This design comes from an exercise in tuning for small area, a short achievable clock period and few clock cycles per item on the open sky130 flow, not from production work.
Function was checked by simulation only, so behaviour that the tests miss may differ from the original.
Power and IR drop assume default switching activity.

## flow/design.v

```verilog
`default_nettype none
package itsp_pkg;
   localparam int unsigned K_W = 23;   
   function automatic logic [K_W-1:0] ka(input logic [3:0] a);
      ka =
         (a == 4'd0) ? 23'd7669079 :
         (a == 4'd1) ? 23'd8034321 :
         (a == 4'd2) ? 23'd10956 :
         (a == 4'd3) ? 23'd376198 :
         (a == 4'd4) ? 23'd741441 :
         (a == 4'd5) ? 23'd1106683 :
         (a == 4'd6) ? 23'd1471926 :
         (a == 4'd7) ? 23'd1837168 :
         (a == 4'd8) ? 23'd2202411 :
         (a == 4'd9) ? 23'd2567653 :
         (a == 4'd10) ? 23'd2202411 :
         (a == 4'd11) ? 23'd2567653 :
         (a == 4'd12) ? 23'd2202411 :
         (a == 4'd13) ? 23'd2567653 :
         (a == 4'd14) ? 23'd2202411 :
         23'd2567653;
   endfunction
   function automatic logic [K_W-1:0] kb(input logic [3:0] b, input logic ao);
      kb =
         ({ao, b} == 5'd0) ? 23'd0 :
         ({ao, b} == 5'd1) ? 23'd36524 :
         ({ao, b} == 5'd2) ? 23'd73048 :
         ({ao, b} == 5'd3) ? 23'd109572 :
         ({ao, b} == 5'd4) ? 23'd146097 :
         ({ao, b} == 5'd5) ? 23'd182621 :
         ({ao, b} == 5'd6) ? 23'd219145 :
         ({ao, b} == 5'd7) ? 23'd255669 :
         ({ao, b} == 5'd8) ? 23'd292194 :
         ({ao, b} == 5'd9) ? 23'd328718 :
         ({ao, b} == 5'd10) ? 23'd292194 :
         ({ao, b} == 5'd11) ? 23'd328718 :
         ({ao, b} == 5'd12) ? 23'd292194 :
         ({ao, b} == 5'd13) ? 23'd328718 :
         ({ao, b} == 5'd14) ? 23'd292194 :
         ({ao, b} == 5'd15) ? 23'd328718 :
         ({ao, b} == 5'd16) ? 23'd0 :
         ({ao, b} == 5'd17) ? 23'd36524 :
         ({ao, b} == 5'd18) ? 23'd73049 :
         ({ao, b} == 5'd19) ? 23'd109573 :
         ({ao, b} == 5'd20) ? 23'd146097 :
         ({ao, b} == 5'd21) ? 23'd182621 :
         ({ao, b} == 5'd22) ? 23'd219146 :
         ({ao, b} == 5'd23) ? 23'd255670 :
         ({ao, b} == 5'd24) ? 23'd292194 :
         ({ao, b} == 5'd25) ? 23'd328718 :
         ({ao, b} == 5'd26) ? 23'd292194 :
         ({ao, b} == 5'd27) ? 23'd328718 :
         ({ao, b} == 5'd28) ? 23'd292194 :
         ({ao, b} == 5'd29) ? 23'd328718 :
         ({ao, b} == 5'd30) ? 23'd292194 :
         23'd328718;
   endfunction
   function automatic logic [K_W-1:0] kc(input logic [3:0] c);
      kc =
         (c == 4'd0) ? 23'd0 :
         (c == 4'd1) ? 23'd3652 :
         (c == 4'd2) ? 23'd7305 :
         (c == 4'd3) ? 23'd10957 :
         (c == 4'd4) ? 23'd14610 :
         (c == 4'd5) ? 23'd18262 :
         (c == 4'd6) ? 23'd21915 :
         (c == 4'd7) ? 23'd25567 :
         (c == 4'd8) ? 23'd29220 :
         (c == 4'd9) ? 23'd32872 :
         (c == 4'd10) ? 23'd29220 :
         (c == 4'd11) ? 23'd32872 :
         (c == 4'd12) ? 23'd29220 :
         (c == 4'd13) ? 23'd32872 :
         (c == 4'd14) ? 23'd29220 :
         23'd32872;
   endfunction
   function automatic logic [K_W-1:0] kd(input logic [3:0] d, input logic co);
      kd =
         ({co, d} == 5'd0) ? 23'd0 :
         ({co, d} == 5'd1) ? 23'd366 :
         ({co, d} == 5'd2) ? 23'd731 :
         ({co, d} == 5'd3) ? 23'd1096 :
         ({co, d} == 5'd4) ? 23'd1461 :
         ({co, d} == 5'd5) ? 23'd1827 :
         ({co, d} == 5'd6) ? 23'd2192 :
         ({co, d} == 5'd7) ? 23'd2557 :
         ({co, d} == 5'd8) ? 23'd2922 :
         ({co, d} == 5'd9) ? 23'd3288 :
         ({co, d} == 5'd10) ? 23'd2922 :
         ({co, d} == 5'd11) ? 23'd3288 :
         ({co, d} == 5'd12) ? 23'd2922 :
         ({co, d} == 5'd13) ? 23'd3288 :
         ({co, d} == 5'd14) ? 23'd2922 :
         ({co, d} == 5'd15) ? 23'd3288 :
         ({co, d} == 5'd16) ? 23'd1 :
         ({co, d} == 5'd17) ? 23'd366 :
         ({co, d} == 5'd18) ? 23'd731 :
         ({co, d} == 5'd19) ? 23'd1097 :
         ({co, d} == 5'd20) ? 23'd1462 :
         ({co, d} == 5'd21) ? 23'd1827 :
         ({co, d} == 5'd22) ? 23'd2192 :
         ({co, d} == 5'd23) ? 23'd2558 :
         ({co, d} == 5'd24) ? 23'd2923 :
         ({co, d} == 5'd25) ? 23'd3288 :
         ({co, d} == 5'd26) ? 23'd2923 :
         ({co, d} == 5'd27) ? 23'd3288 :
         ({co, d} == 5'd28) ? 23'd2923 :
         ({co, d} == 5'd29) ? 23'd3288 :
         ({co, d} == 5'd30) ? 23'd2923 :
         23'd3288;
   endfunction
   function automatic logic [K_W-1:0] kmon(input logic m1, input logic [3:0] m0, input logic lp);
      kmon =
         ({m1, m0, lp} == 6'd0) ? 23'd0 :
         ({m1, m0, lp} == 6'd1) ? 23'd0 :
         ({m1, m0, lp} == 6'd2) ? 23'd0 :
         ({m1, m0, lp} == 6'd3) ? 23'd0 :
         ({m1, m0, lp} == 6'd4) ? 23'd31 :
         ({m1, m0, lp} == 6'd5) ? 23'd31 :
         ({m1, m0, lp} == 6'd6) ? 23'd59 :
         ({m1, m0, lp} == 6'd7) ? 23'd60 :
         ({m1, m0, lp} == 6'd8) ? 23'd90 :
         ({m1, m0, lp} == 6'd9) ? 23'd91 :
         ({m1, m0, lp} == 6'd10) ? 23'd120 :
         ({m1, m0, lp} == 6'd11) ? 23'd121 :
         ({m1, m0, lp} == 6'd12) ? 23'd151 :
         ({m1, m0, lp} == 6'd13) ? 23'd152 :
         ({m1, m0, lp} == 6'd14) ? 23'd181 :
         ({m1, m0, lp} == 6'd15) ? 23'd182 :
         ({m1, m0, lp} == 6'd16) ? 23'd212 :
         ({m1, m0, lp} == 6'd17) ? 23'd213 :
         ({m1, m0, lp} == 6'd18) ? 23'd243 :
         ({m1, m0, lp} == 6'd19) ? 23'd244 :
         ({m1, m0, lp} == 6'd20) ? 23'd212 :
         ({m1, m0, lp} == 6'd21) ? 23'd213 :
         ({m1, m0, lp} == 6'd22) ? 23'd243 :
         ({m1, m0, lp} == 6'd23) ? 23'd244 :
         ({m1, m0, lp} == 6'd24) ? 23'd212 :
         ({m1, m0, lp} == 6'd25) ? 23'd213 :
         ({m1, m0, lp} == 6'd26) ? 23'd243 :
         ({m1, m0, lp} == 6'd27) ? 23'd244 :
         ({m1, m0, lp} == 6'd28) ? 23'd212 :
         ({m1, m0, lp} == 6'd29) ? 23'd213 :
         ({m1, m0, lp} == 6'd30) ? 23'd243 :
         ({m1, m0, lp} == 6'd31) ? 23'd244 :
         ({m1, m0, lp} == 6'd32) ? 23'd273 :
         ({m1, m0, lp} == 6'd33) ? 23'd274 :
         ({m1, m0, lp} == 6'd34) ? 23'd304 :
         ({m1, m0, lp} == 6'd35) ? 23'd305 :
         ({m1, m0, lp} == 6'd36) ? 23'd334 :
         ({m1, m0, lp} == 6'd37) ? 23'd335 :
         ({m1, m0, lp} == 6'd38) ? 23'd304 :
         ({m1, m0, lp} == 6'd39) ? 23'd305 :
         ({m1, m0, lp} == 6'd40) ? 23'd334 :
         ({m1, m0, lp} == 6'd41) ? 23'd335 :
         ({m1, m0, lp} == 6'd42) ? 23'd304 :
         ({m1, m0, lp} == 6'd43) ? 23'd305 :
         ({m1, m0, lp} == 6'd44) ? 23'd334 :
         ({m1, m0, lp} == 6'd45) ? 23'd335 :
         ({m1, m0, lp} == 6'd46) ? 23'd304 :
         ({m1, m0, lp} == 6'd47) ? 23'd305 :
         ({m1, m0, lp} == 6'd48) ? 23'd334 :
         ({m1, m0, lp} == 6'd49) ? 23'd335 :
         ({m1, m0, lp} == 6'd50) ? 23'd304 :
         ({m1, m0, lp} == 6'd51) ? 23'd305 :
         ({m1, m0, lp} == 6'd52) ? 23'd334 :
         ({m1, m0, lp} == 6'd53) ? 23'd335 :
         ({m1, m0, lp} == 6'd54) ? 23'd304 :
         ({m1, m0, lp} == 6'd55) ? 23'd305 :
         ({m1, m0, lp} == 6'd56) ? 23'd334 :
         ({m1, m0, lp} == 6'd57) ? 23'd335 :
         ({m1, m0, lp} == 6'd58) ? 23'd304 :
         ({m1, m0, lp} == 6'd59) ? 23'd305 :
         ({m1, m0, lp} == 6'd60) ? 23'd334 :
         ({m1, m0, lp} == 6'd61) ? 23'd335 :
         ({m1, m0, lp} == 6'd62) ? 23'd304 :
         23'd305;
   endfunction
endpackage
`default_nettype wire
`default_nettype none
module itsp_add (
   input  wire logic [38:0] a,
   input  wire logic [38:0] b,
   output      logic [38:0] s
);
   logic [38:0] p0, g0;
   assign p0 = a ^ b;
   assign g0 = a & b;
   logic g1_1, p1_1, g1_3, p1_3, g1_5, p1_5, g1_7, p1_7;
   logic g1_9, p1_9, g1_11, p1_11, g1_13, p1_13, g1_15, p1_15;
   logic g1_17, p1_17, g1_19, p1_19, g1_21, p1_21, g1_23, p1_23;
   logic g1_25, p1_25, g1_27, p1_27, g1_29, p1_29, g1_31, p1_31;
   logic g1_33, p1_33, g1_35, p1_35, g1_37, p1_37, g2_2, g2_3;
   logic p2_3, g2_6, p2_6, g2_7, p2_7, g2_10, p2_10, g2_11;
   logic p2_11, g2_14, p2_14, g2_15, p2_15, g2_18, p2_18, g2_19;
   logic p2_19, g2_22, p2_22, g2_23, p2_23, g2_26, p2_26, g2_27;
   logic p2_27, g2_30, p2_30, g2_31, p2_31, g2_34, p2_34, g2_35;
   logic p2_35, g2_38, p2_38, g3_4, g3_5, g3_6, g3_7, p3_7;
   logic g3_12, p3_12, g3_13, p3_13, g3_14, p3_14, g3_15, p3_15;
   logic g3_20, p3_20, g3_21, p3_21, g3_22, p3_22, g3_23, p3_23;
   logic g3_28, p3_28, g3_29, p3_29, g3_30, p3_30, g3_31, p3_31;
   logic g3_36, p3_36, g3_37, p3_37, g3_38, p3_38, g4_8, g4_9;
   logic g4_10, g4_11, g4_12, g4_13, g4_14, g4_15, p4_15, g4_24;
   logic p4_24, g4_25, p4_25, g4_26, p4_26, g4_27, p4_27, g4_28;
   logic p4_28, g4_29, p4_29, g4_30, p4_30, g4_31, p4_31, g5_16;
   logic g5_17, g5_18, g5_19, g5_20, g5_21, g5_22, g5_23, g5_24;
   logic g5_25, g5_26, g5_27, g5_28, g5_29, g5_30, g5_31, p5_31;
   logic g6_32, g6_33, g6_34, g6_35, g6_36, g6_37, g6_38;
   assign g1_1 = g0[1] | (p0[1] & g0[0]);
   assign p1_1 = p0[1] & p0[0];
   assign g1_3 = g0[3] | (p0[3] & g0[2]);
   assign p1_3 = p0[3] & p0[2];
   assign g1_5 = g0[5] | (p0[5] & g0[4]);
   assign p1_5 = p0[5] & p0[4];
   assign g1_7 = g0[7] | (p0[7] & g0[6]);
   assign p1_7 = p0[7] & p0[6];
   assign g1_9 = g0[9] | (p0[9] & g0[8]);
   assign p1_9 = p0[9] & p0[8];
   assign g1_11 = g0[11] | (p0[11] & g0[10]);
   assign p1_11 = p0[11] & p0[10];
   assign g1_13 = g0[13] | (p0[13] & g0[12]);
   assign p1_13 = p0[13] & p0[12];
   assign g1_15 = g0[15] | (p0[15] & g0[14]);
   assign p1_15 = p0[15] & p0[14];
   assign g1_17 = g0[17] | (p0[17] & g0[16]);
   assign p1_17 = p0[17] & p0[16];
   assign g1_19 = g0[19] | (p0[19] & g0[18]);
   assign p1_19 = p0[19] & p0[18];
   assign g1_21 = g0[21] | (p0[21] & g0[20]);
   assign p1_21 = p0[21] & p0[20];
   assign g1_23 = g0[23] | (p0[23] & g0[22]);
   assign p1_23 = p0[23] & p0[22];
   assign g1_25 = g0[25] | (p0[25] & g0[24]);
   assign p1_25 = p0[25] & p0[24];
   assign g1_27 = g0[27] | (p0[27] & g0[26]);
   assign p1_27 = p0[27] & p0[26];
   assign g1_29 = g0[29] | (p0[29] & g0[28]);
   assign p1_29 = p0[29] & p0[28];
   assign g1_31 = g0[31] | (p0[31] & g0[30]);
   assign p1_31 = p0[31] & p0[30];
   assign g1_33 = g0[33] | (p0[33] & g0[32]);
   assign p1_33 = p0[33] & p0[32];
   assign g1_35 = g0[35] | (p0[35] & g0[34]);
   assign p1_35 = p0[35] & p0[34];
   assign g1_37 = g0[37] | (p0[37] & g0[36]);
   assign p1_37 = p0[37] & p0[36];
   assign g2_2 = g0[2] | (p0[2] & g1_1);
   assign g2_3 = g1_3 | (p1_3 & g1_1);
   assign p2_3 = p1_3 & p1_1;
   assign g2_6 = g0[6] | (p0[6] & g1_5);
   assign p2_6 = p0[6] & p1_5;
   assign g2_7 = g1_7 | (p1_7 & g1_5);
   assign p2_7 = p1_7 & p1_5;
   assign g2_10 = g0[10] | (p0[10] & g1_9);
   assign p2_10 = p0[10] & p1_9;
   assign g2_11 = g1_11 | (p1_11 & g1_9);
   assign p2_11 = p1_11 & p1_9;
   assign g2_14 = g0[14] | (p0[14] & g1_13);
   assign p2_14 = p0[14] & p1_13;
   assign g2_15 = g1_15 | (p1_15 & g1_13);
   assign p2_15 = p1_15 & p1_13;
   assign g2_18 = g0[18] | (p0[18] & g1_17);
   assign p2_18 = p0[18] & p1_17;
   assign g2_19 = g1_19 | (p1_19 & g1_17);
   assign p2_19 = p1_19 & p1_17;
   assign g2_22 = g0[22] | (p0[22] & g1_21);
   assign p2_22 = p0[22] & p1_21;
   assign g2_23 = g1_23 | (p1_23 & g1_21);
   assign p2_23 = p1_23 & p1_21;
   assign g2_26 = g0[26] | (p0[26] & g1_25);
   assign p2_26 = p0[26] & p1_25;
   assign g2_27 = g1_27 | (p1_27 & g1_25);
   assign p2_27 = p1_27 & p1_25;
   assign g2_30 = g0[30] | (p0[30] & g1_29);
   assign p2_30 = p0[30] & p1_29;
   assign g2_31 = g1_31 | (p1_31 & g1_29);
   assign p2_31 = p1_31 & p1_29;
   assign g2_34 = g0[34] | (p0[34] & g1_33);
   assign p2_34 = p0[34] & p1_33;
   assign g2_35 = g1_35 | (p1_35 & g1_33);
   assign p2_35 = p1_35 & p1_33;
   assign g2_38 = g0[38] | (p0[38] & g1_37);
   assign p2_38 = p0[38] & p1_37;
   assign g3_4 = g0[4] | (p0[4] & g2_3);
   assign g3_5 = g1_5 | (p1_5 & g2_3);
   assign g3_6 = g2_6 | (p2_6 & g2_3);
   assign g3_7 = g2_7 | (p2_7 & g2_3);
   assign p3_7 = p2_7 & p2_3;
   assign g3_12 = g0[12] | (p0[12] & g2_11);
   assign p3_12 = p0[12] & p2_11;
   assign g3_13 = g1_13 | (p1_13 & g2_11);
   assign p3_13 = p1_13 & p2_11;
   assign g3_14 = g2_14 | (p2_14 & g2_11);
   assign p3_14 = p2_14 & p2_11;
   assign g3_15 = g2_15 | (p2_15 & g2_11);
   assign p3_15 = p2_15 & p2_11;
   assign g3_20 = g0[20] | (p0[20] & g2_19);
   assign p3_20 = p0[20] & p2_19;
   assign g3_21 = g1_21 | (p1_21 & g2_19);
   assign p3_21 = p1_21 & p2_19;
   assign g3_22 = g2_22 | (p2_22 & g2_19);
   assign p3_22 = p2_22 & p2_19;
   assign g3_23 = g2_23 | (p2_23 & g2_19);
   assign p3_23 = p2_23 & p2_19;
   assign g3_28 = g0[28] | (p0[28] & g2_27);
   assign p3_28 = p0[28] & p2_27;
   assign g3_29 = g1_29 | (p1_29 & g2_27);
   assign p3_29 = p1_29 & p2_27;
   assign g3_30 = g2_30 | (p2_30 & g2_27);
   assign p3_30 = p2_30 & p2_27;
   assign g3_31 = g2_31 | (p2_31 & g2_27);
   assign p3_31 = p2_31 & p2_27;
   assign g3_36 = g0[36] | (p0[36] & g2_35);
   assign p3_36 = p0[36] & p2_35;
   assign g3_37 = g1_37 | (p1_37 & g2_35);
   assign p3_37 = p1_37 & p2_35;
   assign g3_38 = g2_38 | (p2_38 & g2_35);
   assign p3_38 = p2_38 & p2_35;
   assign g4_8 = g0[8] | (p0[8] & g3_7);
   assign g4_9 = g1_9 | (p1_9 & g3_7);
   assign g4_10 = g2_10 | (p2_10 & g3_7);
   assign g4_11 = g2_11 | (p2_11 & g3_7);
   assign g4_12 = g3_12 | (p3_12 & g3_7);
   assign g4_13 = g3_13 | (p3_13 & g3_7);
   assign g4_14 = g3_14 | (p3_14 & g3_7);
   assign g4_15 = g3_15 | (p3_15 & g3_7);
   assign p4_15 = p3_15 & p3_7;
   assign g4_24 = g0[24] | (p0[24] & g3_23);
   assign p4_24 = p0[24] & p3_23;
   assign g4_25 = g1_25 | (p1_25 & g3_23);
   assign p4_25 = p1_25 & p3_23;
   assign g4_26 = g2_26 | (p2_26 & g3_23);
   assign p4_26 = p2_26 & p3_23;
   assign g4_27 = g2_27 | (p2_27 & g3_23);
   assign p4_27 = p2_27 & p3_23;
   assign g4_28 = g3_28 | (p3_28 & g3_23);
   assign p4_28 = p3_28 & p3_23;
   assign g4_29 = g3_29 | (p3_29 & g3_23);
   assign p4_29 = p3_29 & p3_23;
   assign g4_30 = g3_30 | (p3_30 & g3_23);
   assign p4_30 = p3_30 & p3_23;
   assign g4_31 = g3_31 | (p3_31 & g3_23);
   assign p4_31 = p3_31 & p3_23;
   assign g5_16 = g0[16] | (p0[16] & g4_15);
   assign g5_17 = g1_17 | (p1_17 & g4_15);
   assign g5_18 = g2_18 | (p2_18 & g4_15);
   assign g5_19 = g2_19 | (p2_19 & g4_15);
   assign g5_20 = g3_20 | (p3_20 & g4_15);
   assign g5_21 = g3_21 | (p3_21 & g4_15);
   assign g5_22 = g3_22 | (p3_22 & g4_15);
   assign g5_23 = g3_23 | (p3_23 & g4_15);
   assign g5_24 = g4_24 | (p4_24 & g4_15);
   assign g5_25 = g4_25 | (p4_25 & g4_15);
   assign g5_26 = g4_26 | (p4_26 & g4_15);
   assign g5_27 = g4_27 | (p4_27 & g4_15);
   assign g5_28 = g4_28 | (p4_28 & g4_15);
   assign g5_29 = g4_29 | (p4_29 & g4_15);
   assign g5_30 = g4_30 | (p4_30 & g4_15);
   assign g5_31 = g4_31 | (p4_31 & g4_15);
   assign p5_31 = p4_31 & p4_15;
   assign g6_32 = g0[32] | (p0[32] & g5_31);
   assign g6_33 = g1_33 | (p1_33 & g5_31);
   assign g6_34 = g2_34 | (p2_34 & g5_31);
   assign g6_35 = g2_35 | (p2_35 & g5_31);
   assign g6_36 = g3_36 | (p3_36 & g5_31);
   assign g6_37 = g3_37 | (p3_37 & g5_31);
   assign g6_38 = g3_38 | (p3_38 & g5_31);
   assign s[0] = p0[0];
   assign s[1] = p0[1] ^ g0[0];
   assign s[2] = p0[2] ^ g1_1;
   assign s[3] = p0[3] ^ g2_2;
   assign s[4] = p0[4] ^ g2_3;
   assign s[5] = p0[5] ^ g3_4;
   assign s[6] = p0[6] ^ g3_5;
   assign s[7] = p0[7] ^ g3_6;
   assign s[8] = p0[8] ^ g3_7;
   assign s[9] = p0[9] ^ g4_8;
   assign s[10] = p0[10] ^ g4_9;
   assign s[11] = p0[11] ^ g4_10;
   assign s[12] = p0[12] ^ g4_11;
   assign s[13] = p0[13] ^ g4_12;
   assign s[14] = p0[14] ^ g4_13;
   assign s[15] = p0[15] ^ g4_14;
   assign s[16] = p0[16] ^ g4_15;
   assign s[17] = p0[17] ^ g5_16;
   assign s[18] = p0[18] ^ g5_17;
   assign s[19] = p0[19] ^ g5_18;
   assign s[20] = p0[20] ^ g5_19;
   assign s[21] = p0[21] ^ g5_20;
   assign s[22] = p0[22] ^ g5_21;
   assign s[23] = p0[23] ^ g5_22;
   assign s[24] = p0[24] ^ g5_23;
   assign s[25] = p0[25] ^ g5_24;
   assign s[26] = p0[26] ^ g5_25;
   assign s[27] = p0[27] ^ g5_26;
   assign s[28] = p0[28] ^ g5_27;
   assign s[29] = p0[29] ^ g5_28;
   assign s[30] = p0[30] ^ g5_29;
   assign s[31] = p0[31] ^ g5_30;
   assign s[32] = p0[32] ^ g5_31;
   assign s[33] = p0[33] ^ g6_32;
   assign s[34] = p0[34] ^ g6_33;
   assign s[35] = p0[35] ^ g6_34;
   assign s[36] = p0[36] ^ g6_35;
   assign s[37] = p0[37] ^ g6_36;
   assign s[38] = p0[38] ^ g6_37;
endmodule
`default_nettype wire
`default_nettype none
module iso8601_utc_timestamp_parser_unit (
   input  wire logic        clock,
   input  wire logic        reset,
   input  wire logic        req_tvalid,
   output      logic        req_tready,
   input  wire logic [7:0]  req_tdata,    
   input  wire logic        req_tlast,    
   output      logic        rsp_tvalid,
   input  wire logic        rsp_tready,
   output      logic [39:0] rsp_tdata,    
   output      logic        rsp_tuser     
);
   localparam int unsigned W = 39;
   logic       in_v, in_last;
   logic       in_p0;            
   logic       in_zend;          
   logic       in_lbad;          
   logic [3:0] in_lo;
   logic [1:0] in_hi;
   logic       st_ka, st_k, st_x24, st_x60;
   logic       st_a;             
   logic [4:0] pos;              
   logic [2:0] prv;              
   logic [itsp_pkg::K_W-1:0] kreg;    
   logic       aodd;             
   logic [1:0] hm4;              
   logic       codd, cz;         
   logic       lp;               
   logic [1:0] mcls;             
   logic       err;              
   logic       rv, rok;          
   logic [W-1:0] acc;
   logic consume, is_final, take, go;
   logic [4:0] pos_nx;
   logic isdig, isdash, iscolon, isT, isZ, bad, day_ok, ok;
   logic [3:0] dg;
   assign dg      = in_lo;
   assign isdig   = (in_hi == 2'd1) && (in_lo <= 4'd9);
   assign iscolon = (in_hi == 2'd1) && (in_lo == 4'hA);
   assign isdash  = (in_hi == 2'd2) && (in_lo == 4'hD);
   assign isT     = (in_hi == 2'd3) && (in_lo == 4'h4);
   assign isZ     = (in_hi == 2'd3) && (in_lo == 4'hA);
   assign consume    = in_v && (in_p0 || !rv);
   assign go         = in_v && !rv;    
   assign is_final   = go && in_last;
   assign req_tready = !in_v || in_p0 || !rv;
   assign take       = req_tvalid && req_tready;
   assign pos_nx     = !consume ? pos : (in_last ? 5'd0 : pos + 5'd1);
   logic zend_new, lbad_new, ka_new, a_new, k_new, x24_new, x60_new;
   assign zend_new = ((req_tdata & 8'hDF) == 8'h5A) && req_tlast && (pos_nx == 5'd19);
   assign lbad_new = req_tlast && !(((req_tdata & 8'hDF) == 8'h5A) && (pos_nx == 5'd19));
   assign ka_new   = !req_tlast && (pos_nx == 5'd1);
   assign a_new    = !req_tlast && ((pos_nx == 5'd1) || (pos_nx == 5'd11) || (pos_nx == 5'd14) ||
                                    (pos_nx == 5'd17));
   assign k_new    = !req_tlast && ((pos_nx == 5'd2) || (pos_nx == 5'd3) || (pos_nx == 5'd4) ||
                                    (pos_nx == 5'd7) || (pos_nx == 5'd9) || (pos_nx == 5'd10) ||
                                    (pos_nx == 5'd12) || (pos_nx == 5'd13) ||
                                    (pos_nx == 5'd15) || (pos_nx == 5'd16) || (pos_nx == 5'd18));
   assign x24_new  = !req_tlast && (pos_nx == 5'd11);
   assign x60_new  = !req_tlast && ((pos_nx == 5'd14) || (pos_nx == 5'd17));
   always_ff @(posedge clock) begin
      if (reset)        in_v <= 1'b0;
      else if (take)    in_v <= 1'b1;
      else if (consume) in_v <= 1'b0;
      if (take) begin
         in_lo   <= req_tdata[3:0];
         in_last <= req_tlast;
         in_p0   <= (pos_nx == 5'd0) && !req_tlast;
         in_zend <= zend_new;
         in_lbad <= lbad_new;
         if (req_tdata[7:4] == 4'h3)                             in_hi <= 2'd1;
         else if (req_tdata[7:4] == 4'h2)                        in_hi <= 2'd2;
         else if (!req_tdata[7] && req_tdata[6] && req_tdata[4]) in_hi <= 2'd3;
         else                                                    in_hi <= 2'd0;
         st_ka   <= ka_new;
         st_a    <= a_new;
         st_k    <= k_new;
         st_x24  <= x24_new;
         st_x60  <= x60_new;
      end
   end
   always_comb begin
      case (prv[1:0])
         2'd0:    day_ok = (dg != 4'd0);
         2'd1:    day_ok = 1'b1;
         2'd2:    day_ok = (mcls != 2'd2) || (dg <= 4'd8) || lp;
         default: day_ok = (mcls == 2'd0) ? (dg <= 4'd1) : ((mcls == 2'd1) && (dg == 4'd0));
      endcase
   end
   always_comb begin
      case (pos)
         5'd0, 5'd1, 5'd2, 5'd3, 5'd15: bad = !isdig;
         5'd4, 5'd7:   bad = !isdash;
         5'd5:         bad = !isdig || (dg > 4'd1);
         5'd6:         bad = !isdig || (prv[0] ? (dg > 4'd2) : (dg == 4'd0));
         5'd8:         bad = !isdig || (dg > 4'd3);
         5'd9:         bad = !isdig || !day_ok;
         5'd10:        bad = !isT;
         5'd11:        bad = !isdig || (dg > 4'd2);
         5'd12:        bad = !isdig || (prv[1] && (dg > 4'd3));
         5'd13, 5'd16: bad = !iscolon;
         5'd14:        bad = !isdig || (dg > 4'd5);
         5'd17:        bad = !isdig || (dg > 4'd6);
         5'd18:        bad = !isdig || (prv[2] && prv[1] && (dg != 4'd0));
         5'd19:        bad = !isZ || !in_last;
         default:      bad = 1'b1;
      endcase
   end
   assign ok = !err && in_zend;
   logic [W-1:0] a_op, b_op, acc_nx;
   logic [itsp_pkg::K_W-1:0] kv;
   logic [6:0]   tens;
   logic         keep;
   assign tens = (dg[2:0] == 3'd0) ? 7'd0  : (dg[2:0] == 3'd1) ? 7'd10 :
                 (dg[2:0] == 3'd2) ? 7'd20 : (dg[2:0] == 3'd3) ? 7'd30 :
                 (dg[2:0] == 3'd4) ? 7'd40 : (dg[2:0] == 3'd5) ? 7'd50 :
                 (dg[2:0] == 3'd6) ? 7'd60 : 7'd70;
   logic in_v_nx, rv_nx, err_nx, go_nx;
   logic s_keep, s_kv, s_sx, s_x24, s_x60;
   assign in_v_nx = !reset && (take || (in_v && !consume));
   assign rv_nx   = !reset && (is_final || (rv && !rsp_tready));
   assign err_nx  = !reset && (consume ? (!in_last && (err || bad)) : err);
   assign go_nx   = in_v_nx && !rv_nx;
   always_ff @(posedge clock) begin
      s_keep <= !(go_nx && (take ? (a_new || lbad_new || (zend_new && err_nx))
                                 : (st_a || in_lbad || (in_zend && err_nx))));
      s_kv   <= go_nx && (take ? (ka_new || k_new || (zend_new && !err_nx))
                               : (st_ka || st_k || (in_zend && !err_nx)));
      s_sx   <= go_nx && (take ? ka_new : st_ka);
      s_x24  <= go_nx && (take ? x24_new : st_x24);
      s_x60  <= go_nx && (take ? x60_new : st_x60);
   end
   assign kv = {itsp_pkg::K_W{s_kv}} & kreg;
   assign a_op = ({W{s_keep}} & acc) |
                 ({W{s_x24}} & (acc << 4)) |
                 ({W{s_x60}} & {acc[W-7:0], 6'd1});
   assign b_op = {{(W - itsp_pkg::K_W){s_sx && kreg[itsp_pkg::K_W-1]}}, kv} |
                 ({W{s_x24}} & (acc << 3)) |
                 ({W{s_x60}} & ~(acc << 2));
   itsp_add u_add (
      .a (a_op),
      .b (b_op),
      .s (acc_nx)
   );
   always_ff @(posedge clock) begin
      acc <= acc_nx;
      if (consume) begin
         prv <= dg[2:0];
         case (pos)
            5'd0: begin
               aodd <= dg[0];
               kreg <= itsp_pkg::ka(dg);
            end
            5'd1: begin
               hm4  <= {dg[1] ^ aodd, dg[0]};
               kreg <= itsp_pkg::kb(dg, aodd);
            end
            5'd2: begin
               codd <= dg[0];
               cz   <= (dg == 4'd0);
               kreg <= itsp_pkg::kc(dg);
            end
            5'd3: begin
               lp   <= (cz && (dg == 4'd0)) ? (hm4 == 2'd0) : ({dg[1] ^ codd, dg[0]} == 2'd0);
               kreg <= (dg == 4'd0) ? itsp_pkg::K_W'(codd || (cz && (hm4 != 2'd0)))
                                    : itsp_pkg::kd(dg, codd);
            end
            5'd8, 5'd11, 5'd14, 5'd17: kreg <= itsp_pkg::K_W'(tens);
            5'd9, 5'd12, 5'd15, 5'd18: kreg <= itsp_pkg::K_W'(dg);
            5'd6: begin
               kreg <= itsp_pkg::K_W'(itsp_pkg::kmon(prv[0], dg, lp));
               if (prv[0])                                            mcls <= (dg == 4'd1) ? 2'd1 : 2'd0;
               else if (dg == 4'd2)                                   mcls <= 2'd2;
               else if ((dg == 4'd4) || (dg == 4'd6) || (dg == 4'd9)) mcls <= 2'd1;
               else                                                   mcls <= 2'd0;
            end
            default: ;
         endcase
      end
      if (is_final) rok <= ok;
   end
   always_ff @(posedge clock) begin
      if (reset) begin
         pos <= '0;
         err <= 1'b0;
         rv  <= 1'b0;
      end else begin
         pos <= pos_nx;
         if (consume) err <= in_last ? 1'b0 : (err || bad);
         if (is_final)        rv <= 1'b1;
         else if (rsp_tready) rv <= 1'b0;
      end
   end
   assign rsp_tvalid = rv;
   assign rsp_tdata  = {1'b0, acc};
   assign rsp_tuser  = rok;
endmodule
`default_nettype wire
```

## flow/flow/run.sh

```bash
#!/bin/bash
# The standard layout, with the port buffers made from the smallest buffer cell and timing
# repair that sizes gates and buffers nets but does not clone gates.
set -euo pipefail
export BUFFER_PORTS_ARGS="-buffer_cell sky130_fd_sc_hd__buf_1"
export SKIP_GATE_CLONING=1
bash standard.sh > standard.log 2>&1
```

## flow/standard.sh

```bash
#!/bin/bash
# synth_recipe.tcl (not shown) runs the flow's synth.tcl, then flattens the netlist and writes it again
# the make line also repeats each setting of config.mk as NAME=value (left out here)
make -C /OpenROAD-flow-scripts/flow DESIGN_CONFIG=/design/flow/config.mk WORK_HOME=/design/flow/orfs CLKGATE_MAP_FILE= SYNTH_SCRIPT=/design/flow/synth_recipe.tcl "${@:-finish}"
```

## flow/config.mk

```make
export PLATFORM = sky130hd
export DESIGN_NAME = iso8601_utc_timestamp_parser_unit
export DESIGN_NICKNAME = iso8601_utc_timestamp_parser_unit
export VERILOG_FILES = /design/flow/design.v
export SDC_FILE = /design/flow/constraint.sdc
export NUM_CORES = 4
export LEC_CHECK = 0
export CAP_MARGIN = 20
export CORE_MARGIN = 2
export CORE_UTILIZATION = 30
export CTS_BUF_LIST = sky130_fd_sc_hd__clkbuf_8
export SETUP_SLACK_MARGIN = 3.5
export SLEW_MARGIN = 20
export TNS_END_PERCENT = 5
```

## flow/constraint.sdc

```tcl
create_clock -name core_clock -period 7.0 [get_ports {clock}]
set_input_delay 1.4000 -clock core_clock [delete_from_list [all_inputs] [get_ports {clock}]]
set_output_delay 1.4000 -clock core_clock [all_outputs]
set_load 0.01 [all_outputs]
```

==> results_dict.tcl, run 1 <==
set metrics [dict create \
    worstSkewPairLatency_ns 0.39 \
    ys_types 82 \
    grt_pass1_wl_mm 36.0 \
    routedWlPerCell_microns 17.4 \
    fin_crit_sh_pct 48.3 \
    syn-instance-count 932 \
    critPathLaunchType "flop" \
    synth-edff-count 47 \
    arrival_ns 3.72 \
    p_per_area_nw_per_um2 212 \
    num_antenna_cells 0 \
    antenna_left 0 \
    die_h_microns 164 \
    synthToLayoutAreaGrowth_pct 10.1 \
    wl_mm 22.3 \
    p_leak_nw 3.34 \
    final-hold-violation-count 0 \
    grt_overflow 0 \
    synthSimpleGateAreaFrac_pct 18.5 \
    worstPathMaxFanout 35 \
    rr_startpoint "s_x60" \
    avgSynthCellArea_sq_um 8.28 \
    grt_pass1_vias 6725 \
    dieArea_sq_um 27000 \
    die_x_microns 164 \
    synth_compound_area_share_pct 29.4 \
    cts_buffer_depth 2 \
    yosys-top-cells-area "edfxtp_1 18%, dfxtp_1 14%, ha_1 6.8%, nand2_1 5.6%, a21oi_1 4.0%" \
    rsz0062_at_grt "true" \
    grt_max_degree 61 \
    drt-vias-per-instance 5.75 \
    yosys_warnings 1 \
    cp-startpoint "s_x60" \
    synth-seq-area-share_pct 32.6 \
    numCtsBuffers 9 \
    setup-tns-final_ns 0 \
    worst_pin_slew_ns 0.818 \
    critPathKind "reg -> reg" \
    slew_violations 0 \
    synthArstFlopShare_pct 0 \
    place_hpwl_mm 15.7 \
    r2r_end "acc[32]" \
    synth_top_family_by_area "compound AO/OA/AOI/OAI gates" \
    core_region_area_sq_um 25200 \
    worstSetupEndpointType "flop" \
    grt_usage_pct 16.5 \
    ys_ff_latch 102 \
    total_power_mw 1.80 \
    tritoncts "built" \
    min-delay-path-class "reg -> reg" \
    ios 56 \
    synth-xor-area-share_pct 4.31 \
    port_buffers 54 \
    ctsHoldBuffers 0 \
    drc_errors 0 \
    n_fill_cell 2629 \
    endpoint "acc[32]" \
    drtPass1Iterations 6 \
    outcome "finished clean" \
    skew_ns 0.0191 \
    drtIter0Drc 742 \
    setup_viol 0 \
    fin_nets 1011 \
    ff2ff_setup_slack_ns 3.62 \
    syn_nets 993 \
    synth_fa_ha_area_share_pct 8.37 \
    slew-limit-headroom_pct 45.4 \
    num_rows 58 \
    h-tree-depth 3 \
    clock_sinks 102 \
    initial_core_util_pct 30.6 \
    yosys.area.top_type "edfxtp_1" \
    vias 7384 \
    ys.flop_type "dfxtp_1" \
    fin_crit_ns 3.38 \
    antenna_found_initial 0 \
    synthMuxAreaShare_pct 0.811 \
    synth_top_area_share_pct 18.3 \
    peakVddDrop_uv 147 \
    drive_above_1_share_pct 6.18 \
    clock-root-buffer "clkbuf_8" \
    worstPathRequired_ns 7.34 \
    max-cap-violations 0 \
    path_clk_slew_ns 0.11 \
    syn_area_sq_um 7710 \
    fmax_mhz 296 \
    place_congestion 0.939 \
    r2r_cells 14 \
]
==> sequential cells by signal, indices dropped and copies added, names as in the netlist, 2 cells and up <==
| signal | flops |
|---|---|
| in_lo | 4 |
| pos | 5 |
| hm4 | 2 |
| acc | 39 |
| prv | 3 |
| kreg | 23 |
| in_hi | 2 |
| mcls | 2 |
==> cell type report <==
type                       instances  area [sq um]  area share [%]
tap                              330           413            4.86
clock buffer                       9           124            1.46
sequential                       102          2510            29.6
inverter                          54           206            2.43
clock inverter                     7          98.8            1.16
timing repair buffer              69           335            3.95
multi-input combinational        714          4800            56.5
==> cells by family after synthesis <==
group / after synthesis
AO/OA/AOI/OAI: 324
AND/OR/NAND/NOR: 297
buffers and inverters: 116
flip-flops: 102
adder cells (fa/ha/maj): 48
XOR/XNOR: 38
multiplexers: 6
other: 1
==> worst min path at each step <==
stage,from,end,depth (start not counted)
2_1_floorplan,st_x24,st_x24,2
3_3_place_gp,st_x24,st_x24,2
3_5_place_dp,st_x24,st_x24,2
4_1_cts,st_x24,st_x24,2
5_1_grt,st_x24,st_x24,2
6_report,st_x24,st_x24,2
==> power by group <==
part | switching [mW] | internal (mW) | total [mW]
registers | 0.163 | 0.718 | 0.881
logic | 0.301 | 0.196 | 0.498
clock network | 0.217 | 0.203 | 0.420
total | 0.681 | 1.12 | 1.80
==> cells in the final DEF, fill, tap and decap left out, types with 10 or more instances in the layout <==
| master | count |
|---|---|
| xor2_1 | 17 |
| edfxtp_1 | 47 |
| a31oi_1 | 11 |
| o22ai_1 | 14 |
| nand2b_1 | 12 |
| a222oi_1 | 24 |
| nor2_1 | 66 |
| o21ai_0 | 56 |
| o211ai_1 | 23 |
| a21oi_1 | 59 |
| inv_1 | 53 |
| nor2b_1 | 15 |
| a22oi_1 | 32 |
| nand2_1 | 116 |
| buf_1 | 54 |
| dfxtp_1 | 53 |
| o21a_1 | 10 |
| nor3_1 | 12 |
| nand3_1 | 19 |
| buf_4 | 12 |
| xnor2_1 | 21 |
| ha_1 | 42 |
==> critical path, stage by stage, from the launching register on <==
cell and delay [ns]:
dfxtp_1 0.34, buf_12 0.18, clkinvlp_4 0.10, buf_6 0.17, nor2_1 0.06, a221o_1 0.29, ha_1 0.33, nand4_1 0.15
o22ai_1 0.16, a2111oi_4 0.39, a21oi_2 0.15, o31a_1 0.36, nor2_1 0.19, fa_1 0.41, inv_1 0.05
==> cell usage after synthesis (all sizes together), types with 10 or more instances <==
| library cell | instances |
|---|---|
| a31oi | 11 |
| nor2 | 67 |
| o211ai | 23 |
| o21a | 10 |
| nand2 | 116 |
| nor3 | 13 |
| edfxtp | 47 |
| xor2 | 17 |
| clkbuf | 44 |
| buf | 18 |
| dfxtp | 55 |
| xnor2 | 21 |
| nor2b | 15 |
| nand3 | 19 |
| ha | 42 |
| nand2b | 12 |
| o22ai | 14 |
| inv | 54 |
| a22oi | 32 |
| o21ai | 62 |
| a222oi | 24 |
| a21oi | 62 |
==> per-stage QoR <==
stage / instances / util [%] / worst slack, ns / hold WS (ns) / instance area (sq um)
finish: 1285 / 33.7 / 3.62 / 0.464 / 8490
global route: 1285 / 33.7 / 3.40 / 0.484 / 8490
CTS: 1283 / 33.6 / 3.50 / 0.463 / 8450
detailed placement: 1264 / 32.4 / 2.84 / 0.436 / 8160
global placement: 1264 / 32.4 / 2.94 / 0.440 / 8160
floorplan: 932 / - / 3.55 / 0.410 / 7710
==> routing by layer <==
metal,vias up,track usage [%],share of wire [%]
li1,3537,-,-
met1,3472,23.6,46
met2,330,24.9,45
met3,45,2.98,7.3
met4,0,5.10,1.8
met5,-,0,0
==> timing repair <==
action,4_1_cts,5_1_grt
resized for setup,10,8
buffers inserted,3,2
pin swaps,1,1
setup endpoints to repair,28,17
endpoints found under the hold margin,0,0
Testbench counts, summed over its fixed seeds: cycles 32,016, items 1,600.
==> run 2: changes to the inputs <==
--- a/flow/config.mk
+++ b/flow/config.mk
@@ -11,3 +11,3 @@
 export CTS_BUF_LIST = sky130_fd_sc_hd__clkbuf_8
-export SETUP_SLACK_MARGIN = 3.5
+export SETUP_SLACK_MARGIN = 3.0
 export SLEW_MARGIN = 20
==> results_dict.tcl, run 2 <==
set metrics [dict create \
    outcome "finished clean" \
    synth_most_common_cell "nand2_1" \
    slew_violations 0 \
    worstSetupEndpointType "flop" \
    drtPass1Iterations 6 \
    fin_nets 1009 \
    clock_sinks 102 \
    ctsHoldBuffers 0 \
    peakVddDrop_uv 144 \
    ys_ff_latch 102 \
    ys.flop_type "dfxtp_1" \
    r2r_end "acc[32]" \
    port_buffers 54 \
    routedWlPerCell_microns 17.1 \
    initial_core_util_pct 30.6 \
    yosys-top-cells-area "edfxtp_1 18%, dfxtp_1 14%, ha_1 6.8%, nand2_1 5.6%, a21oi_1 4.0%" \
    critPathKind "reg -> reg" \
    largest_register_ffs 39 \
    slew-limit-headroom_pct 43.5 \
    setup_viol 0 \
    regMostFlops "acc" \
    numCtsBuffers 9 \
    synth-xor-area-share_pct 4.31 \
    yosys_warnings 1 \
    grt_overflow 0 \
    place_congestion 0.949 \
    synth.top_cells.by_count "116 x nand2_1, 67 x nor2_1, 62 x a21oi_1" \
    min_delay_worst_endpoint "st_x24" \
    mostFrequentLayoutCell "nand2_1" \
    final-hold-violation-count 0 \
    drtIter0Drc 792 \
    fin_crit_ns 3.70 \
    num_rows 58 \
    fmax_mhz 270 \
    ff2ff_setup_slack_ns 3.30 \
    synthSimpleGateAreaFrac_pct 18.5 \
    drive_above_1_share_pct 5.35 \
    synth_compound_area_share_pct 29.4 \
    min_delay_path_depth 2 \
    avgSynthCellArea_sq_um 8.28 \
    p_leak_nw 3.33 \
    rsz0062_at_grt "false" \
    wl_mm 22.0 \
    synthArstFlopShare_pct 0 \
    grt_pass1_wl_mm 35.5 \
    synth_fa_ha_area_share_pct 8.37 \
    synth-seq-area-share_pct 32.6 \
    arrival_ns 4.07 \
    yosys.area.top_type "edfxtp_1" \
    path_clk_slew_ns 0.12 \
    syn_nets 993 \
    worstSkewPairLatency_ns 0.41 \
    max-cap-violations 0 \
    rr_startpoint "s_x60" \
    place_hpwl_mm 15.4 \
    antenna_left 0 \
    grt_pass1_vias 6685 \
    r2r_cells 13 \
    die_h_microns 164 \
    synthToLayoutAreaGrowth_pct 9.46 \
    worst_pin_slew_ns 0.836 \
    worstPathMaxFanout 35 \
    setup-tns-final_ns 0 \
    grt_max_degree 61 \
    die_x_microns 164 \
    h-tree-depth 3 \
    synth_top_family_by_area "compound AO/OA/AOI/OAI gates" \
    grt_usage_pct 16.3 \
    critPathLaunchType "flop" \
    min-delay-path-class "reg -> reg" \
    p_per_area_nw_per_um2 215 \
    tritoncts "built" \
    synth_top_area_share_pct 18.3 \
    ios 56 \
    top_regs "acc: 39 flops, kreg: 23 flops, pos: 5 flops" \
    drc_errors 0 \
    fin_crit_sh_pct 52.9 \
    syn-instance-count 932 \
    num_antenna_cells 0 \
    mostFrequentLayoutCells "116 x nand2_1, 66 x nor2_1, 61 x a21oi_1, 59 x o21ai_0" \
    cts_buffer_depth 2 \
    drt-vias-per-instance 5.73 \
    dieArea_sq_um 27000 \
    synth-edff-count 47 \
    vias 7358 \
    antenna_found_initial 0 \
    syn_area_sq_um 7710 \
    core_region_area_sq_um 25200 \
    skew_ns 0.0247 \
    total_power_mw 1.82 \
    worstPathRequired_ns 7.37 \
    synthMuxAreaShare_pct 0.811 \
    holdCritStartpoint "st_x24" \
    ys_types 82 \
    clock-root-buffer "clkbuf_8" \
]
==> run 2: cell counts after synthesis <==
No cell type changed its count.
==> run 2: timing repair <==
action	4_1_cts	5_1_grt
gates resized for setup	1	3
pin swaps	0	0
setup buffers	3	0
setup endpoints to repair	11	8
==> run 2: metrics by stage <==
step           cell area [sq um]  setup slack, ns  util (%)  hold slack [ns]  std cells
2_1_floorplan               7710             3.49         -            0.410        932
3_3_place_gp                8160             2.87      32.4            0.439       1264
3_5_place_dp                8160             2.75      32.4            0.433       1264
4_1_cts                     8420             3.14      33.5            0.460       1283
5_1_grt                     8440             3.01      33.5            0.503       1283
6_report                    8440             3.30      33.5            0.453       1283
==> run 2: area by class of cell <==
class / count / area (sq um)
fillers: 2646 / 16700
multi-input cells: 714 / 4770
flip-flops and latches: 102 / 2510
well taps: 330 / 413
repair buffers: 67 / 304
inverters: 54 / 206
clock buffers: 9 / 124
clock inverters: 7 / 111
==> run 2: cells by family after synthesis <==
kind of cell               Yosys count
AOI/OAI and AO/OA                  324
and+or+nand+nor                    297
buffers and inverters              116
DFF                                102
adders and majority gates           48
xor gates and xnor gates            38
muxes                                6
other                                1
==> run 2: routing by layer <==
layer	up-vias	global-route usage (%)	routed length, microns
met5	-	0	0
met4	0	5.10	416
met3	33	2.53	1670
met2	348	24.8	9720
met1	3446	23.6	10200
li1	3531	-	-
==> run 2: worst max-delay path by stage <==
stage	endpoint	from	cells after the start	slack, ns
floorplan	acc[16]	s_x60	16	3.49
global placement	acc[32]	s_x60	14	2.87
detailed placement	acc[32]	s_x60	14	2.75
CTS	acc[32]	s_x60	13	3.14
global route	acc[32]	s_x24	12	3.01
finish	acc[32]	s_x60	13	3.30
==> run 2: power breakdown <==
group          total (mW)  switching [mW]  internal [mW]  leakage [nW]
logic               0.492           0.297          0.195          2.31
clock network       0.447           0.224          0.223         0.124
registers           0.880           0.161          0.718         0.897
==> run 2: critical path, cell delays in order, from the launching register on <==
cell and delay, ns:
dfxtp_1 0.34, buf_6 0.27, clkinvlp_4 0.21, buf_4 0.23, o21ai_0 0.19, ha_1 0.29
a21oi_1 0.27, nand3_1 0.17, a2111oi_4 0.41, a21oi_1 0.21, o31a_1 0.36, nor2_1 0.21
fa_1 0.43, inv_1 0.05
==> run 3: changes to the inputs <==
--- a/flow/config.mk
+++ b/flow/config.mk
@@ -11,3 +11,3 @@
 export CTS_BUF_LIST = sky130_fd_sc_hd__clkbuf_8
-export SETUP_SLACK_MARGIN = 3.0
+export SETUP_SLACK_MARGIN = 4.0
 export SLEW_MARGIN = 20
==> results_dict.tcl, run 3 <==
set metrics [dict create \
    syn_nets 993 \
    grt_pass1_vias 7091 \
    cp_top_family "simple AND/OR/NAND/NOR gates" \
    synth_most_common_cell "nand2_1" \
    clock-root-buffer "clkbuf_8" \
    drc_errors 0 \
    setup-tns-final_ns 0 \
    antenna_found_initial 0 \
    slew-limit-headroom_pct 46.6 \
    ff_latch_area_sq_um 2520 \
    initial_core_util_pct 30.6 \
    worstSkewPairLatency_ns 0.39 \
    min-delay-path-class "reg -> reg" \
    synth-edff-count 47 \
    drtIter0Drc 819 \
    antenna_left 0 \
    n_fill_cell 2596 \
    grt_max_degree 40 \
    largest_register_ffs 39 \
    mostFrequentLayoutCell "nand2_1" \
    cp_num_buf_inv 0 \
    arrival_ns 3.51 \
    clock_power_share_pct 19.9 \
    worstPathRequired_ns 7.25 \
    outcome "finished clean" \
    critPathKind "reg -> reg" \
    drive_above_1_share_pct 12.3 \
    setup_viol 0 \
    yosys_warnings 1 \
    syn_area_sq_um 7710 \
    ys_ff_latch 102 \
    ios 56 \
    num_rows 58 \
    fin_crit_ns 3.26 \
    cp_common_cell "a211o_1" \
    dieArea_sq_um 27000 \
    h-tree-depth 3 \
    crit_path_cell_trace "nor2_1 -> nand2_1 -> nor4_1 -> a211o_1 -> o41ai_2 -> a211oi_2 -> o2bb2ai_1 -> a211o_1" \
    internal-power_mw 1.09 \
    worst_pin_slew_ns 0.800 \
    syn-instance-count 932 \
    tritoncts "built" \
    drtPass1Iterations 6 \
    drt-vias-per-instance 5.82 \
    cts_buffer_depth 2 \
    skew_ns 0.0235 \
    rsz0062_at_grt "true" \
    max-cap-violations 0 \
    yosys-top-cells-area "edfxtp_1 18%, dfxtp_1 14%, ha_1 6.8%, nand2_1 5.6%, a21oi_1 4.0%" \
    regMostFlops "acc" \
    num_antenna_cells 0 \
    ff2ff_setup_slack_ns 3.74 \
    critPathLaunchType "flop" \
    fin_nets 1047 \
    top_regs "acc: 39 flops, kreg: 23 flops, pos: 5 flops" \
    path_clk_slew_ns 0.10 \
    ys_types 82 \
    fin_crit_sh_pct 46.6 \
    synthArstFlopShare_pct 0 \
    place_hpwl_mm 15.9 \
    critPathMaxStageDelay_ns 0.70 \
    comb_power_share_pct 31.4 \
    synthToLayoutAreaGrowth_pct 16.2 \
    switchingPower_mw 0.722 \
    die_h_microns 164 \
    worstSetupEndpointType "flop" \
    peakVddDrop_uv 117 \
    place_congestion 0.946 \
    grt_pass1_wl_mm 38.0 \
    die_x_microns 164 \
    clock_sinks 102 \
    mostFrequentLayoutCells "113 x nand2_1, 64 x nor2_1, 55 x o21ai_0, 54 x buf_1, 53 x a21oi_1" \
    p_per_area_nw_per_um2 202 \
    p_leak_nw 3.54 \
    yosys.area.top_type "edfxtp_1" \
    synth_top_area_share_pct 18.3 \
    final_util_pct 35.6 \
    port_buffers 54 \
    stdcell_area_sq_um 8960 \
    grt_usage_pct 17.6 \
    final-hold-violation-count 0 \
    routedWlPerCell_microns 18.3 \
    vias 7693 \
    slew_violations 0 \
    ys.flop_type "dfxtp_1" \
    grt_overflow 0 \
    postPlaceCellArea_sq_um 8210 \
    synth-seq-area-share_pct 32.6 \
    worstPathMaxFanout 16 \
    multiInputGateArea_sq_um 4980 \
    avgSynthCellArea_sq_um 8.28 \
    p_sw_share_pct 39.8 \
    numCtsBuffers 9 \
    seq_power_share_pct 48.7 \
    fmax_mhz 307 \
    wl_mm 24.2 \
    synth.top_cells.by_count "116 x nand2_1, 67 x nor2_1, 62 x a21oi_1" \
    slowest_stage "edfxtp_1" \
    core_region_area_sq_um 25200 \
]
## run 3: cell types whose count changed in the layout (fill, tap and decap cells not counted), moves of 4 or more
cell,before,now
ha_1,42,34
buf_12,0,4
a21oi_1,61,53
buf_4,12,36
ha_4,0,6
a21oi_2,1,8
buf_6,1,8
o21ai_0,59,55
## run 3: kinds of logic (layout without fill, tap and decap cells)
family | after synthesis | count (layout) | share of synthesized area, %
xor gates and xnor gates | 38 | 38 | 4.31
adders and majority gates | 48 | 48 | 8.37
buffers and inverters | 116 | 175 | 5.90
and+or+nand+nor | 297 | 297 | 18.5
AOI/OAI and AO/OA | 324 | 324 | 29.4
DFF | 102 | 102 | 32.6
muxes | 6 | 6 | 0.811
other | 1 | 1 | 0.0486
## run 3: worst reg2reg max path, stage by stage (launching register included)
cell and delay (ns):
edfxtp_1 0.70, nor2_1 0.67, nand2_1 0.33, nor4_1 0.29
a211o_1 0.15, o41ai_2 0.07, a211oi_2 0.44, o2bb2ai_1 0.14
a211o_1 0.34
## run 3: timing repair
action / 4_1_cts / 5_1_grt
setup buffers: 24 / 18
pin swaps: 14 / 22
gates resized for setup: 22 / 31
setup endpoints to repair: 66 / 68
hold buffers: 0 / 0
gates cloned: 0 / 0
## run 3: worst paths after layout
kind / start / depth (start not counted) / endpoint
max: in_lo[3] / 8 / s_keep
min: st_x24 / 2 / st_x24
max reg2reg: in_lo[3] / 8 / s_keep
min reg2reg: st_x24 / 2 / st_x24
## run 3: routing by layer
| layer | track usage (%) | up-vias | share of wire [%] |
|---|---|---|---|
| met2 | 27.4 | 371 | 46 |
| met5 | 0 | - | 0 |
| met1 | 24.9 | 3667 | 45 |
| met4 | 5.10 | 0 | 1.8 |
| met3 | 2.83 | 37 | 7.7 |
| li1 | - | 3618 | - |
## run 3: final cells by class
cell class / instances / area share [%]
flip-flops and latches: 102 / 28.1
well taps: 330 / 4.61
repair buffers: 105 / 7.46
clock inverters: 7 / 0.545
clock buffers: 9 / 1.38
inverters: 54 / 2.35
multi-input cells: 714 / 55.6
## run 3: power by group through the flow
stage	clock [mW]	combinational (mW)	sequential (mW)
after floorplan	0	0.337	0.853
after global placement	0	0.491	0.899
final	0.361	0.569	0.883
after global routing	0.396	0.636	0.893
after detailed placement	0	0.497	0.897
after CTS	0.372	0.518	0.879
## run 3: metrics by stage
| stage | cells | setup WS (ns) | power [mW] | hold WS, ns |
|---|---|---|---|---|
| after floorplan | 932 | 3.88 | 1.19 | 0.410 |
| after global placement | 1262 | 3.05 | 1.39 | 0.442 |
| after detailed placement | 1262 | 3.00 | 1.39 | 0.439 |
| after CTS | 1302 | 3.78 | 1.77 | 0.468 |
| after global routing | 1321 | 3.63 | 1.92 | 0.496 |
| final | 1321 | 3.74 | 1.81 | 0.468 |
==> run 4: changes to the inputs <==
--- a/flow/config.mk
+++ b/flow/config.mk
@@ -11,3 +11,3 @@
 export CTS_BUF_LIST = sky130_fd_sc_hd__clkbuf_8
-export SETUP_SLACK_MARGIN = 4.0
+export SETUP_SLACK_MARGIN = 3.75
 export SLEW_MARGIN = 20
==> results_dict.tcl, run 4 <==
set metrics [dict create \
    cp-startpoint "in_lo[3]" \
    grt_pass1_vias 6895 \
    rr_startpoint "in_lo[3]" \
    fin_nets 1032 \
    numCtsBuffers 9 \
    tritoncts "built" \
    max-cap-violations 0 \
    grt_pass1_wl_mm 36.2 \
    ff_latch_area_sq_um 2520 \
    num_antenna_cells 0 \
    multiInputGateArea_sq_um 4860 \
    mostFrequentLayoutCells "114 x nand2_1, 63 x nor2_1, 58 x a21oi_1, 54 x o21ai_0, 54 x buf_1" \
    n_fill_cell 2609 \
    fin_crit_sh_pct 47.2 \
    grt_usage_pct 16.6 \
    wl_met3_mm 1.68 \
    skew_ns 0.0175 \
    h-tree-depth 3 \
    slew-limit-headroom_pct 46.9 \
    drc_errors 0 \
    synthToLayoutAreaGrowth_pct 13.1 \
    slew_violations 0 \
    yosys-top-cells-area "edfxtp_1 18%, dfxtp_1 14%, ha_1 6.8%, nand2_1 5.6%, a21oi_1 4.0%" \
    synth_most_common_cell "nand2_1" \
    setup_viol 0 \
    synth.top_cells.by_count "116 x nand2_1, 67 x nor2_1, 62 x a21oi_1" \
    synth_top_area_share_pct 18.3 \
    worstSetupEndpointType "flop" \
    antenna_left 0 \
    worstPathRequired_ns 7.31 \
    yosys.area.top_type "edfxtp_1" \
    vias 7427 \
    die_x_microns 164 \
    worstPathMaxFanout 30 \
    core_region_area_sq_um 25200 \
    num_rows 58 \
    wl_met2_mm 10.2 \
    postPlaceCellArea_sq_um 8180 \
    critPathLaunchType "flop" \
    yosys_warnings 1 \
    critPathKind "reg -> reg" \
    whs_ns 0.462 \
    routedWlPerCell_microns 17.1 \
    rsz0062_at_grt "true" \
    grt_max_degree 61 \
    peakVddDrop_uv 127 \
    cts_buffer_depth 2 \
    clock-root-buffer "clkbuf_8" \
    drive_above_1_share_pct 9.53 \
    place_inst 1264 \
    synth-edff-count 47 \
    ys_ff_latch 102 \
    ys_types 82 \
    drtPass1Iterations 5 \
    die_h_microns 164 \
    place_hpwl_mm 15.6 \
    top_regs "acc: 39 flops, kreg: 23 flops, pos: 5 flops" \
    min-delay-path-class "reg -> reg" \
    p_per_area_nw_per_um2 200 \
    worst_pin_slew_ns 0.795 \
    port_buffers 54 \
    ios 56 \
    synthArstFlopShare_pct 0 \
    fin_crit_ns 3.30 \
    arrival_ns 3.61 \
    syn-instance-count 932 \
    place_ws_ns 2.85 \
    ys.flop_type "dfxtp_1" \
    setup-tns-final_ns 0 \
    worstSkewPairLatency_ns 0.39 \
    top_layer "met4" \
    grt_overflow 0 \
    drtIter0Drc 713 \
    stdcell_count 1306 \
    path_clk_slew_ns 0.09 \
    clock_sinks 102 \
    largest_register_ffs 39 \
    wl_mm 22.4 \
    regMostFlops "acc" \
    initial_core_util_pct 30.6 \
    mostFrequentLayoutCell "nand2_1" \
    synth-seq-area-share_pct 32.6 \
    dieArea_sq_um 27000 \
    ff2ff_setup_slack_ns 3.70 \
    setup_ws_ns 3.70 \
    syn_area_sq_um 7710 \
    avgSynthCellArea_sq_um 8.28 \
    final_util_pct 34.6 \
    outcome "finished clean" \
    fmax_mhz 303 \
    wl_met1_mm 10.2 \
    syn_nets 993 \
    holdCritStartpoint "st_x24" \
    place_congestion 0.890 \
    final-hold-violation-count 0 \
    antenna_found_initial 0 \
    drt-vias-per-instance 5.69 \
    stdcell_area_sq_um 8720 \
    total_power_mw 1.74 \
    p_leak_nw 3.43 \
]
## run 4: cell count changes in the layout (fill, tap and decap cells not counted), moves of 2 or more
| cell | before | now |
|---|---|---|
| buf_4 | 36 | 28 |
| buf_6 | 8 | 1 |
| a21oi_1 | 53 | 58 |
| a21oi_2 | 8 | 4 |
| ha_1 | 34 | 38 |
| ha_4 | 6 | 2 |
| buf_12 | 4 | 6 |
| nor2_2 | 2 | 4 |
| o21ai_1 | 6 | 8 |
## run 4: report_power, final
group / leakage, nW / total, mW / switching, mW / internal (mW)
sequential: 0.898 / 0.879 / 0.161 / 0.718
combinational: 2.45 / 0.517 / 0.307 / 0.210
clock: 0.0847 / 0.345 / 0.215 / 0.130
## run 4: layout make-up
type	instances	area share (%)
inverters	54	2.38
well taps	330	4.73
repair buffers	90	6.30
clock inverters	7	0.574
multi-input cells	714	55.8
clock buffers	9	1.42
flip-flops and latches	102	28.8
## run 4: timing repair
action	in CTS	in global routing
hold buffers	0	0
buffers inserted	10	16
gates resized for setup	21	20
endpoints found under the setup margin	32	48
pin swaps	9	13
## run 4: layer usage
metal	up-vias	GRT usage, %
met3	25	2.78
met5	-	0
met1	3485	23.1
met2	338	26.3
met4	0	4.90
li1	3579	-
## run 4: worst paths after layout
kind / end / depth (start not counted)
worst min-delay path: st_x24 / 2
worst max register to register: s_keep / 9
worst min register to register: st_x24 / 2
worst max-delay path: s_keep / 9
## run 4: kinds of logic after synthesis
kind of cell / count (synthesis) / synth area share, %
AOI/OAI and AO/OA: 324 / 29.4
xor gates and xnor gates: 38 / 4.31
adders and majority gates: 48 / 8.37
buffers and inverters: 116 / 5.90
DFF: 102 / 32.6
muxes: 6 / 0.811
other: 1 / 0.0486
and+or+nand+nor: 297 / 18.5
## run 4: critical path, stage by stage (launching register included)
cell and delay (ns):
edfxtp_1 0.59, buf_4 0.33, inv_1 0.39, nand2_1 0.33, nor3_1 0.26, o21ai_0 0.10, nor4_1 0.38, a211oi_2 0.22
a2111oi_2 0.42, a211o_1 0.20
==> run 5: changes to the inputs <==
--- a/flow/config.mk
+++ b/flow/config.mk
@@ -9,5 +9,5 @@
 export CORE_MARGIN = 2
-export CORE_UTILIZATION = 30
+export CORE_UTILIZATION = 40
 export CTS_BUF_LIST = sky130_fd_sc_hd__clkbuf_8
-export SETUP_SLACK_MARGIN = 3.75
+export SETUP_SLACK_MARGIN = 3.5
 export SLEW_MARGIN = 20
==> results_dict.tcl, run 5 <==
set metrics [dict create \
    multiInputGateArea_sq_um 4830 \
    slew-limit-headroom_pct 44.6 \
    min_delay_worst_endpoint "st_x24" \
    max-cap-violations 0 \
    largest_register_ffs 39 \
    synth-xor-area-share_pct 4.31 \
    clock_sinks 102 \
    syn_area_sq_um 7710 \
    cp_top_family "adder cells" \
    synth_top_area_share_pct 18.3 \
    vias 7389 \
    fin_crit_sh_pct 48.8 \
    synth.top_cells.by_count "116 x nand2_1, 67 x nor2_1, 62 x a21oi_1" \
    dieArea_sq_um 20400 \
    path_clk_slew_ns 0.11 \
    arrival_ns 3.77 \
    drc_errors 0 \
    ff2ff_setup_slack_ns 3.58 \
    critPathKind "reg -> reg" \
    final_util_pct 45.0 \
    regMostFlops "acc" \
    num_rows 50 \
    slowest_stage "fa_1" \
    antenna_found_initial 0 \
    critPathLaunchType "flop" \
    worst_pin_slew_ns 0.829 \
    top_regs "acc: 39 flops, kreg: 23 flops, pos: 5 flops" \
    synth-seq-area-share_pct 32.6 \
    min_delay_path_depth 2 \
    ios 56 \
    core_region_area_sq_um 18800 \
    clock-root-buffer "clkbuf_8" \
    grt_max_degree 61 \
    num_antenna_cells 0 \
    ys.flop_type "dfxtp_1" \
    r2r_cells 16 \
    synthArstFlopShare_pct 0 \
    avgSynthCellArea_sq_um 8.28 \
    initial_core_util_pct 41.0 \
    synthToLayoutAreaGrowth_pct 9.91 \
    p_leak_nw 3.38 \
    wl_mm 21.8 \
    fmax_mhz 292 \
    place_congestion 0.906 \
    drtPass1Iterations 9 \
    crit_path_cell_trace "buf_12 -> clkinvlp_4 -> buf_4 -> nand2_1 -> ha_1 -> fa_1 -> a211oi_2 -> nor4_2 -> nor2_1 -> buf_4 -> nand3b_1 -> o31ai_1 -> nand2_1 -> a21oi_2 -> fa_1 -> inv_1" \
    rr_startpoint "s_x60" \
    synth_fa_ha_area_share_pct 8.37 \
    grt_pass1_wl_mm 35.6 \
    yosys-top-cells-area "edfxtp_1 18%, dfxtp_1 14%, ha_1 6.8%, nand2_1 5.6%, a21oi_1 4.0%" \
    stdcell_count 1214 \
    holdCritStartpoint "st_x24" \
    peakVddDrop_uv 139 \
    drtIter0Drc 877 \
    critPathMaxStageDelay_ns 0.49 \
    mostFrequentLayoutCells "116 x nand2_1, 66 x nor2_1, 58 x o21ai_0, 58 x a21oi_1, 54 x buf_1" \
    h-tree-depth 3 \
    grt_pass1_vias 6728 \
    place_hpwl_mm 15.0 \
    slew_violations 0 \
    yosys_warnings 1 \
    synth-edff-count 47 \
    port_buffers 54 \
    cts_buffer_depth 2 \
    die_x_microns 143 \
    synthSimpleGateAreaFrac_pct 18.5 \
    ff_latch_area_sq_um 2520 \
    tritoncts "built" \
    n_fill_cell 1909 \
    grt_overflow 0 \
    outcome "finished clean" \
    setup-tns-final_ns 0 \
    worstSetupEndpointType "flop" \
    worstPathRequired_ns 7.35 \
    ys_types 82 \
    mostFrequentLayoutCell "nand2_1" \
    drt-vias-per-instance 6.09 \
    p_per_area_nw_per_um2 218 \
    fin_crit_ns 3.42 \
    min-delay-path-class "reg -> reg" \
    ys_ff_latch 102 \
    synth_most_common_cell "nand2_1" \
    ctsHoldBuffers 0 \
    synth_compound_area_share_pct 29.4 \
    cp_num_buf_inv 5 \
    worstPathMaxFanout 35 \
    whs_ns 0.469 \
    yosys.area.top_type "edfxtp_1" \
    grt_usage_pct 21.8 \
    worstSkewPairLatency_ns 0.39 \
    numCtsBuffers 9 \
    syn_nets 993 \
    place_inst 1193 \
    skew_ns 0.0163 \
    fin_nets 1010 \
    r2r_end "acc[16]" \
    synthMuxAreaShare_pct 0.811 \
    setup_viol 0 \
    rsz0062_at_grt "true" \
    synth_top_family_by_area "compound AO/OA/AOI/OAI gates" \
    cp.depth 16 \
    antenna_left 0 \
    final-hold-violation-count 0 \
    syn-instance-count 932 \
    drive_above_1_share_pct 6.60 \
    routedWlPerCell_microns 18.0 \
    die_h_microns 143 \
]
==> run 5: metal layers <==
metal	wire length, microns	part of all wire (%)	track usage, %
met1	9940	46	31.3
met2	9800	45	33.5
met3	1640	7.5	3.55
met4	425	1.9	6.62
met5	0	0	0
==> run 5: tightest hold or removal path: stages (launching register included) <==
cell     delay, ns
dfxtp_1       0.32
nand2_1       0.05
o41ai_1       0.07
==> run 5: worst max path at each step <==
stage	from	endpoint	slack [ns]
after global routing	s_x60	acc[30]	3.41
after global placement	s_x60	acc[16]	2.76
after floorplan	s_x60	acc[16]	3.55
after detailed placement	s_x60	acc[32]	2.67
after CTS	s_x60	acc[32]	3.51
final	s_x60	acc[16]	3.58
==> run 5: where the power goes <==
| group | internal, mW | switching, mW | total [mW] |
|---|---|---|---|
| logic | 0.200 | 0.301 | 0.501 |
| clock network | 0.251 | 0.221 | 0.471 |
| registers | 0.718 | 0.160 | 0.879 |
==> run 5: logic make-up after synthesis <==
logic type | after synthesis
other cells | 1
xor+xnor | 38
mux | 6
simple gates | 297
compound gates | 324
buf+inv | 116
flops | 102
fa+ha+maj | 48
==> run 5: area by class of cell <==
| class | instances | area share [%] |
|---|---|---|
| multi-input cells | 714 | 57.0 |
| repair buffers | 68 | 4.01 |
| flip-flops and latches | 102 | 29.7 |
| clock buffers | 10 | 1.62 |
| inverters | 54 | 2.44 |
| clock inverters | 6 | 1.37 |
| well taps | 260 | 3.84 |
==> run 5: metrics by stage <==
step                setup WS, ns  total power [mW]  area [sq um]
floorplan                   3.55              1.18          7710
global placement            2.76              1.37          8070
detailed placement          2.67              1.37          8070
CTS                         3.51              1.85          8410
global route                3.41              1.96          8480
finish                      3.58              1.85          8480
==> run 5: repair_timing <==
action | in CTS | in global routing
setup endpoints to repair | 30 | 21
resized for setup | 9 | 14
pin swaps | 1 | 5
setup buffers | 5 | 0
cloned | 0 | 0

separate check: timing with driven ports:
The results above use ideal ports. As a check the final layouts listed here were re-extracted and re-timed, cells and wires unchanged. Step 1: set_driving_cell puts a clkbuf_16 on clock and a buf_2 on each other input, an assumption about the parent block. Step 2 times the ports against the registers' clock, not the clock port: input delays grow and output delays shrink by t, the midpoint of the rising clock arrivals with the driver on. Slacks: no drivers / after step 1 / after step 2; pairs: no drivers / after step 1.
run	t (ns)	slack for setup (ns)	worst setup path after step 2	worst data-port slew with drivers (ns)
run 1	0.416	3.620 / 3.620 / 3.620	register to register	0.03
run 2	0.427	3.296 / 3.296 / 3.296	register to register	0.03
run 3	0.410	3.741 / 3.741 / 3.741	register to register	0.03
run 4	0.412	3.696 / 3.696 / 3.696	register to register	0.03
run 5	0.418	3.581 / 3.581 / 3.581	register to register	0.03
After both steps every run listed still meets setup and hold.
